What follows belongs to an exercise in optimizing a design on an open flow for small area, a short achievable clock period and few clock cycles per item; a production flow would make more cautious choices.
The RTL was checked by simulation tests, not by an equivalence proof against the original design.
No activity file was given, so power comes from the tool's default toggle rates.

Setup of run 1:
==> flow/design.v (excerpt) <==
module join_top (
  input  logic        ap_clk,
  input  logic        rst_n,
  input  logic        host_cyc,
  input  logic        host_stb,
  input  logic        host_we,
  input  logic [31:0] host_adr,
  input  logic [31:0] host_dat_w,
  output logic        host_ack,
  output logic [31:0] host_dat_r,
  output logic        mem_cyc,
  output logic        mem_stb,
  output logic        mem_we,
  output logic [31:0] mem_adr,
  output logic [31:0] mem_dat_w,
  input  logic        mem_ack,
  input  logic [31:0] mem_dat_r
);
Settings: LEC_CHECK=0, CAP_MARGIN=20, CORE_MARGIN=2, CORE_UTILIZATION=55, CTS_CLUSTER_DIAMETER=60, CTS_CLUSTER_SIZE=40, SETUP_SLACK_MARGIN=2.8, SLEW_MARGIN=20, TNS_END_PERCENT=5; clock period 5.0 ns.
standard.sh (not shown) runs the stock make flow with config.mk's settings and CLKGATE_MAP_FILE= SYNTH_SCRIPT=/design/flow/synth_recipe.tcl, a recipe that flattens the netlist after the stock synthesis.
==> flow/flow/run.sh <==
#!/bin/bash
# The standard layout, with the port buffers made from sky130_fd_sc_hd__buf_2
# cells instead of the cell buffer_ports picks by default. The make output goes
# to flow_make.log here; ORFS's per-step logs stay under orfs/logs.
set -euo pipefail
export BUFFER_PORTS_ARGS="-buffer_cell sky130_fd_sc_hd__buf_2"
bash standard.sh finish > flow_make.log 2>&1
Run 1 finished every step from synthesis to the final layout, and the layout passed the timing, design-rule and antenna checks.
Testbench counts of run 1, summed over its fixed seeds: cycles 7,272, items 1,432.
### run 1 -> run 2
- a change of TNS_END_PERCENT from 5 to 10
- a change of CORE_UTILIZATION from 55 to 40
Reported for run 1 and run 2, count of flip-flops and latches turned out identical to the last digit. Worst hold slack of run 2 is on par with run 1. Going from run 1 to run 2, total internal power grows by 0.29 mW. Shortest clock period the worst path allows after layout in run 2 vs run 1: down 0.034 ns.
Edits applied to the flow inputs when going from run 2 to run 3:
- clearing CTS_CLUSTER_SIZE, which used to be 40
- clearing CTS_CLUSTER_DIAMETER, which used to be 60
Notes after the runs:
- No stage failed in run 3, and the final checks on the layout all came back clean.
- Of the two candidates, run 2 has the worse switching power total and run 3 the better one.
- [run 3] fraction of standard cell area in multi-input logic fell 0.50 points relative to run 2
- Synthesized cell count: run 2 vs run 3 identical
- From run 2 to run 3 the numbers moved as follows: switching share of power -1.5 points, half-perimeter wire length after placement ~0 delta, post-route standard cell area excluding fillers +1.1%, wire length +440 um.
- Number of vias per cell after detailed routing: run 3 < run 2
### run 3 -> run 4
- CORE_UTILIZATION: 40 -> 55
[summary]
- Comparing run 3 and run 4, the higher final period utilization was measured on run 3.
- Setup slack: run 4 more than run 3
- On wire length of the first global-routing pass, the higher figure sits with run 3, not run 4.
- Between run 3 and run 4, global routing usage on met2 is higher for run 4, run 3 comes in under that.
- Run 4 against run 3: sequential share of layout area rose 0.81 points, power per unit of standard cell area fell 1.3%, final area fell about 1.5%.

job 101:
join_top, a different RTL version from the one above (not shown whole).
Size in the first run: roughly 490 flip-flops, roughly 200 I/O pins, ~22,000 um^2 of cells after synthesis.
export LEC_CHECK = 0
export CAP_MARGIN = 20
export CORE_MARGIN = 2
export CORE_UTILIZATION = 45
export CTS_CLUSTER_DIAMETER = 60
export CTS_CLUSTER_SIZE = 40
export SETUP_SLACK_MARGIN = 2.8
export SLEW_MARGIN = 20
export TNS_END_PERCENT = 10
create_clock -name core_clock -period 5.0 [get_ports {ap_clk}]
Scripts as last shown in full above: flow/flow/run.sh
Job 101 | stages: all done | timing, DRC, antenna: all pass
Testbench counts of job 101, summed over its fixed seeds: cycles 6,408, items 1,432.
[inputs] job 102 vs job 101
-- flow/config.mk --
<<< job 101, line 10
export CORE_UTILIZATION = 45
>>> job 102, line 10
export CORE_UTILIZATION = 40
<<< job 101, line 15
export TNS_END_PERCENT = 10
>>> job 102, line 15
export TNS_END_PERCENT = 20
Findings:
Diff job 101 -> job 102: part of the total power dissipated in the clock network picked up an extra 2.5 points; register-to-register slack closely matched the old numbers; sequential share of layout area went down 0.29 points; die area rose by about 12%; number of global-route vias before repair went down by 405. Fraction of met2 tracks used by global routing (job 102 over job 101): decrease, 6.0 points. The run showing the greater wire length the detailed router placed on met1 is job 101.

== the reference run ==
join_top again, from the RTL that the note above started with.
Design join_top, start of the top module:
module join_top (
  input  logic        ap_clk,
  input  logic        rst_n,
  input  logic        host_cyc,
  input  logic        host_stb,
  input  logic        host_we,
  input  logic [31:0] host_adr,
  input  logic [31:0] host_dat_w,
  output logic        host_ack,
  output logic [31:0] host_dat_r,
  output logic        mem_cyc,
  output logic        mem_stb,
  output logic        mem_we,
  output logic [31:0] mem_adr,
  output logic [31:0] mem_dat_w,
  input  logic        mem_ack,
  input  logic [31:0] mem_dat_r
);
clock: 5.0 ns
lec_check: 0
cap_margin: 20
core_margin: 2
core_utilization: 40
cts_cluster_diameter: 60
cts_cluster_size: 40
setup_slack_margin: 2.8
slew_margin: 20
tns_end_percent: 10
Scripts as last shown in full above: flow/flow/run.sh
The reference run: no failed stages, no open violations at the end
Testbench counts of the reference run, summed over its fixed seeds: cycles 6,408, items 1,432.
Input-level comparison between the trial run and the reference run:
Settings: a change of SETUP_SLACK_MARGIN from 2.8 to 2.6.
[summary]
On internal power, the trial run does worse than the reference run. Worst hold slack | the trial run below the reference run. Compared with the reference run, the trial run shows post-cts gate resize count that has gone down by more than 10%. Of the two values seen for launch point of the worst path, host_we was produced by the reference run and h_d[10] by the trial run. Looking at setup slack after layout across both flows, the trial run is the weaker of the two, with the reference run ahead. The trial run has proportion of power drawn by combinational gates above what the reference run had. Final cell area: the trial run above the reference run. Lower share of cell area taken by flip-flops and latches goes to the trial run over the reference run. Total power of the trial run exceeds that of the reference run by a few percent. Comparing the trial run with the reference run, the instance area after placement came out essentially unchanged. On starting density of the core, the trial run and the reference run are neck and neck.

==> what the ideal ports hide <==
How much do the figures lean on ideal ports? The routed layouts below were timed once more, with nothing changed but the port constraints. Step 1 (the two cells are an assumption about what drives the block):
set clk [get_ports {ap_clk}]
set_driving_cell -lib_cell sky130_fd_sc_hd__clkbuf_16 $clk
set_driving_cell -lib_cell sky130_fd_sc_hd__buf_2 [delete_from_list [all_inputs] $clk]
Step 2 moves the port delays by t, midway between the first and last clock arrival at a register: inputs arrive t later, outputs are due t later. That takes back most of the time a late clock gives input paths. Three values: ideal ports, drivers, drivers and shift; two values: the first two.
run	t, ns	setup WS [ns]	slew at the worst register clock pin (ns)	worst data-port slew with drivers (ns)	pins driven straight from the clock port
run 1	0.598	2.512 / 2.512 / 2.057	0.09 / 0.09	0.08	1
run 2	0.623	2.546 / 2.546 / 2.084	0.10 / 0.10	0.05	1
run 3	0.646	2.489 / 2.489 / 2.114	0.06 / 0.06	0.05	1
run 4	0.622	2.552 / 2.552 / 2.010	0.06 / 0.06	0.05	1
job 101	0.629	2.420 / 2.389 / 1.857	0.09 / 0.09	0.08	1
job 102	0.633	2.381 / 2.348 / 1.846	0.10 / 0.10	0.06	1
the reference run	0.615	2.399 / 2.369 / 1.942	0.09 / 0.09	0.07	1
the trial run	0.632	2.393 / 2.381 / 1.836	0.09 / 0.09	0.10	1
After both steps every run listed still meets setup and hold. For job 101, which loses most, drivers alone change the setup slack by -0.031 ns; drivers and shift together by -0.563 ns.
